What follows belongs to an exercise in optimizing a design on an open flow for small area; a production flow would make more cautious choices. In this exercise RTL edits were held to simulation tests only and were not proved equivalent to the original. No activity file was given, so power comes from the tool's default toggle rates.

**flow/config.mk**
```make
export PLATFORM = sky130hd
export DESIGN_NAME = sigmoid_sweep_harness
export DESIGN_NICKNAME = sigmoid_sweep_harness
export VERILOG_FILES = /design/flow/design.v
export SDC_FILE = /design/flow/constraint.sdc
export NUM_CORES = 4
export LEC_CHECK = 0
export CAP_MARGIN = 20
export CORE_MARGIN = 2
export CORE_UTILIZATION = 40
export SLEW_MARGIN = 20
```
**flow/constraint.sdc**
```tcl
create_clock -name core_clock -period 6.0 [get_ports {clk}]
set_input_delay 1.2000 -clock core_clock [delete_from_list [all_inputs] [get_ports {clk}]]
set_output_delay 1.2000 -clock core_clock [all_outputs]
set_load 0.01 [all_outputs]
```
**flow/design.v**
```verilog
`default_nettype none
module sigmoid_sweep_harness #(
  parameter int DEPTH   = 256,
  parameter int ADDR_W  = 8,
  parameter int TIMEOUT = 64
) (
  input  wire               clk,
  input  wire               rst,
  input  wire               start,
  input  wire [15:0]        base,
  input  wire [15:0]        step,
  input  wire [ADDR_W:0]    count,
  output logic              dut_valid_in,
  output logic [15:0]       dut_data_in,
  input  wire               dut_valid_out,
  input  wire [15:0]        dut_data_out,
  input  wire [ADDR_W-1:0]  rd_addr,
  output logic [15:0]       rd_data,
  output logic              busy,
  output logic              done,
  output logic              timeout_err,
  output logic [ADDR_W:0]   n_captured
);
  localparam int              TW        = $clog2(TIMEOUT + 1);
  localparam logic [TW-1:0]   c_tmax    = TW'(TIMEOUT - 1);
  localparam logic [TW-1:0]   c_t_one   = TW'(1);
  localparam logic [ADDR_W:0] c_depth   = (ADDR_W + 1)'(DEPTH);
  localparam logic [ADDR_W:0] c_idx_one = (ADDR_W + 1)'(1);
  typedef enum logic [1:0] {
    IDLE    = 2'd0,
    WAIT_HI = 2'd1,
    WAIT_LO = 2'd2
  } state_t;
  state_t          r_state;
  logic [15:0]     r_step;
  logic [ADDR_W:0] r_len;
  logic [ADDR_W:0] r_idx;
  logic [TW-1:0]   r_timer;
  logic [15:0]     r_mem [DEPTH];
  logic            w_wr;
  logic [ADDR_W:0] w_idx_nxt;
  assign w_wr      = (r_state == WAIT_HI) && dut_valid_out;
  assign w_idx_nxt = r_idx + c_idx_one;
  always_ff @(posedge clk or posedge rst) begin
    if (rst) begin
      r_state      <= IDLE;
      r_step       <= '0;
      r_len        <= '0;
      r_idx        <= '0;
      r_timer      <= '0;
      dut_valid_in <= 1'b0;
      dut_data_in  <= '0;
      busy         <= 1'b0;
      done         <= 1'b0;
      timeout_err  <= 1'b0;
      n_captured   <= '0;
    end else begin
      case (r_state)
        IDLE: begin
          if (start) begin
            done        <= (count == '0);
            timeout_err <= 1'b0;
            n_captured  <= '0;
            if (count != '0) begin
              r_step       <= step;
              r_len        <= (count > c_depth) ? c_depth : count;
              r_idx        <= '0;
              r_timer      <= '0;
              dut_data_in  <= base;
              dut_valid_in <= 1'b1;
              busy         <= 1'b1;
              r_state      <= WAIT_HI;
            end
          end
        end
        WAIT_HI: begin
          if (dut_valid_out) begin
            n_captured   <= n_captured + c_idx_one;
            dut_valid_in <= 1'b0;
            r_timer      <= '0;
            r_state      <= WAIT_LO;
          end else if (r_timer == c_tmax) begin
            timeout_err  <= 1'b1;
            done         <= 1'b1;
            busy         <= 1'b0;
            dut_valid_in <= 1'b0;
            r_state      <= IDLE;
          end else begin
            r_timer <= r_timer + c_t_one;
          end
        end
        WAIT_LO: begin
          if (!dut_valid_out) begin
            r_idx   <= w_idx_nxt;
            r_timer <= '0;
            if (w_idx_nxt == r_len) begin
              busy    <= 1'b0;
              done    <= 1'b1;
              r_state <= IDLE;
            end else begin
              dut_data_in  <= dut_data_in + r_step;
              dut_valid_in <= 1'b1;
              r_state      <= WAIT_HI;
            end
          end else if (r_timer == c_tmax) begin
            timeout_err  <= 1'b1;
            done         <= 1'b1;
            busy         <= 1'b0;
            dut_valid_in <= 1'b0;
            r_state      <= IDLE;
          end else begin
            r_timer <= r_timer + c_t_one;
          end
        end
        default: r_state <= IDLE;
      endcase
    end
  end
  always_ff @(posedge clk) begin
    if (w_wr) begin
      r_mem[r_idx[ADDR_W-1:0]] <= dut_data_out;
    end
  end
  always_ff @(posedge clk or posedge rst) begin
    if (rst) begin
      rd_data <= '0;
    end else begin
      rd_data <= r_mem[rd_addr];
    end
  end
endmodule
`default_nettype wire
```
**flow/run.sh**
```bash
#!/bin/bash
# synth_recipe.tcl (not shown) runs the flow's synth.tcl, then flattens the netlist and writes it again
# the make line also repeats each setting of config.mk as NAME=value (left out here)
make -C /OpenROAD-flow-scripts/flow DESIGN_CONFIG=/design/flow/config.mk WORK_HOME=/design/flow/orfs CLKGATE_MAP_FILE= SYNTH_SCRIPT=/design/flow/synth_recipe.tcl finish
```
==> flow_summary.toml <==
[floorplan]
fp.dieH_um = 640
initial_core_util_pct = 40.1
die_area_sq_um = 409000
core_sq_um = 403000
die_x_um = 640
num_rows = 233
ioPinCount = 114

[route]
avgViaCountPerCell = 5.74
avgRoutedWirePerCell_um = 31.3
drtIter0Drc = 9759
first_pass_iters = 6
ant_nets = 0
drc = 0
drt_wl_total_um = 419000
vias = 76901

[timing]
slew_viol_final = 0
tightest_slew_ps = 1240
period_share_pct = 67.5
rsz0062_at_grt = "false"
whs_ps = 512
max_slew_margin_pct = 17.1
setup-tns-final_ps = 0
finalHoldViolCount = 0
finalCriticalPeriod_ps = 4050
setup_viol = 0
fmax_mhz = 247
finClkSkew_ps = 109
setup_slack_ps = 1950

[clock_tree]
post_cts_buffers = 0
cts_hold_buf = 0
postCtsResizedCells = 0
cts.clk_slew.worst_paths_ps = 60
cts-root-buf = "clkbuf_16"
ctsHtreeMaxLevel = 5
cts_buffers = 418
clkLatencyLatePin_ps = 1020
cts.sinks = 4184
cts_buffer_depth = 4
cts_tree = "done"

[synth]
synth-seq-cells = 4184
synth-main-ff-cell = "edfxtp_1"
synth.distinct_cells = 64
synth_cells = 7000
ys_seq_area_share_pct = 77.5
synth_warnings = 1
synth-edff-count = 4096
syn_area_per_cell_sq_um = 23.1
netlist_area_sq_um = 162000
syn-num-nets = 7095
async_flop_share_pct = 2.10

[final_layout]
finalNonFillerCells = 13400
finish.instance_area_sq_um = 186000
fill_cells = 32974
area_delta_synth_final_pct = 14.8
multi_input_area_sq_um = 34600
layout_commonest_cell = "edfxtp_1"
fin_nets = 7736
final_cell_mix = "4096 x edfxtp_1, 1136 x mux4_2, 437 x buf_4, 420 x clkbuf_16, 291 x mux2i_1"
drive_above_1_share_pct = 28.9
seqCellArea_sq_um = 125000

[placement]
pre_cts_slack_ps = 1060
place_area_sq_um = 172000
gp_congestion = 0.869
placed_cells = 12622
dp_hpwl_um = 257000
port_buffers = 113

[global_routing]
grt.total_usage_pct = 20.2
grt_max_degree = 164
grt_pass1_wl_um = 591000
overflow = 0
antenna_found_initial = 13
grt_pass1_vias = 77530

[power_and_ir_drop]
leakage_nw = 58.4
power.density_nw_per_um2 = 338
peakVddDrop_v = 0.000301

[setup_path]
critPathArrivalTime_ps = 4870
crit_path_start_kind = "primary input"
regToRegEndpoint = "r_mem[223][14]"
crit_path_max_incr_delay_ps = 980
cp_max_fo = 54
endpoint_kind = "flop"
required_ps = 6820
path_cells = "buf_16 > buf_12 > buf_12 > buf_4 > mux4_2 > mux4_2 > a22oi_1 > a31oi_1"
cpMaxStageDelayCell = "a22oi_1"
worstPathBufferInverterCount = 4
rrSetupSlack_ps = 2020
r2r-start = "r_state[1]"
crit_type = "primary input to flop"
rr_worst_depth = 6
crit_family = "buffers and inverters"

[run]
drv_cap = 0

[hold_path]
hold_class = "flop to flop"
hold_path_depth = 1
hold_end = "r_step[5]"
hold_start = "r_step[5]"

[run_status]
status = "timing/DRC/antenna clean"
-- flip-flops by register name (all words and copies together) (netlist names) --
| signal | cells |
|---|---|
| r_timer | 7 |
| n_captured | 9 |
| r_len | 9 |
| dut_valid_in | 1 |
| r_step | 16 |
| r_mem | 4096 |
| timeout_err | 1 |
| done | 1 |
| r_state | 2 |
| rd_data | 16 |
| r_idx | 9 |
| dut_data_in | 16 |
| busy | 1 |
-- worst register-to-register path, stage by stage, from the launching register on --
cell	delay (ps)
dfrtp_1	420
inv_1	100
ha_1	440
and2_0	640
buf_4	270
nand2_2	550
nor2_2	1110
-- layer usage --
| metal | vias to the layer above | wire length (um) | GRT usage (%) |
|---|---|---|---|
| li1 | 31140 | - | - |
| met1 | 41836 | 169000 | 27.9 |
| met2 | 3298 | 199000 | 32.1 |
| met3 | 619 | 34100 | 4.09 |
| met4 | 8 | 17200 | 7.33 |
| met5 | - | 61 | 0 |
-- power breakdown --
part           leakage (nW)  switching (mW)  internal (mW)  total [mW]
registers              37.9           0.272           32.3        32.6
clock network          6.44            11.1           14.3        25.4
logic                  14.1            2.80           1.91        4.72
-- cell usage after synthesis, types with 3 or more instances --
library cell  instances  area share, %
edfxtp_1           4096             76
mux4_2             1136             16
nor2_1              319           0.74
mux2i_1             291            1.8
a22oi_1             178           0.83
clkbuf_1            133           0.31
buf_2                96           0.30
dfrtp_1              88            1.4
buf_1                75           0.17
nand2_1              74           0.17
buf_4                70           0.33
o21ai_0              43           0.13
nand4_1              36           0.14
mux2_2               35           0.24
a31oi_1              29           0.11
a21oi_1              28          0.087
ha_1                 25           0.19
inv_1                21          0.049
a211oi_1             18          0.084
nor3_1               18          0.056
a211o_1              16          0.087
nand3_1              15          0.046
xnor2_1              15          0.081
nand2b_1             14          0.054
o22ai_1              14          0.054
xor2_1               14          0.076
nor2b_1              10          0.039
and3_1                9          0.035
mux2_4                8          0.074
a21o_1                6          0.028
buf_6                 5          0.035
o31ai_1               5          0.023
or3_1                 5          0.019
and2_1                4          0.015
nand3b_1              4          0.019
o21a_1                4          0.019
nor4_1                3          0.012
o2111ai_1             3          0.016
o211ai_1              3          0.014
o41ai_1               3          0.016
-- through the flow --
step,utilization (%),power (mW)
floorplan,-,35.8
global placement,42.8,37.8
detailed placement,42.8,37.9
CTS,46.1,63.2
global route,46.1,64.6
finish,46.1,62.7
-- cell families (layout without fill, tap and decap cells) --
kind of cell | Yosys count | in the layout | synth area share (%)
DFF | 4184 | 4184 | 77.5
buffers and inverters | 402 | 1391 | 1.20
xor gates and xnor gates | 29 | 29 | 0.157
other | 0 | 6 | 0
muxes | 1470 | 1470 | 18.0
adders and majority gates | 26 | 26 | 0.206
AOI/OAI and AO/OA | 365 | 365 | 1.58
and+or+nand+nor | 524 | 524 | 1.43
-- layout make-up --
class	instances	share of cell area (%)
multi-input combinational	2414	18.7
inverter	22	0.0459
antenna	6	0.00809
tap	5405	3.64
sequential	4184	67.5
clock inverter	246	1.26
clock buffer	522	5.90
timing repair buffer	601	2.99
-- how the worst max path moves through the flow --
stage	startpoint	endpoint	slack, ps	cells past startpoint
2_1_floorplan	rst	busy	2520	1
3_3_place_gp	rd_addr[0]	rd_data[3]	1000	6
3_5_place_dp	rd_addr[0]	rd_data[13]	1060	8
4_1_cts	r_state[1]	r_mem[207][6]	2060	6
5_1_grt	dut_valid_out	r_mem[134][15]	1870	7
6_report	rd_addr[0]	rd_data[13]	1950	8

## port drivers added, routing unchanged
Ports are ideal in the flow. The routed layout listed here was re-timed in OpenROAD.
Step 1 sets driving cells, clkbuf_16 on the clock port and buf_2 on the other inputs (assumed; they add their load-dependent delay and slew).
Step 2 moves the port delays by t, midway between the first and last clock arrival at a register: inputs arrive t later, outputs are due t later. That takes back most of the time a late clock gives input paths.
a / b / c = ideal / step 1 / step 2; a / b = the first two.
t (ns): 1.077
setup WS [ns]: 1.953 / 1.978 / 0.901
latest minus earliest clock arrival (ns): 0.121 / 0.121
After both steps this run still meets setup and hold. For this run, drivers alone change the setup slack by +0.025 ns; drivers and shift together by -1.052 ns.
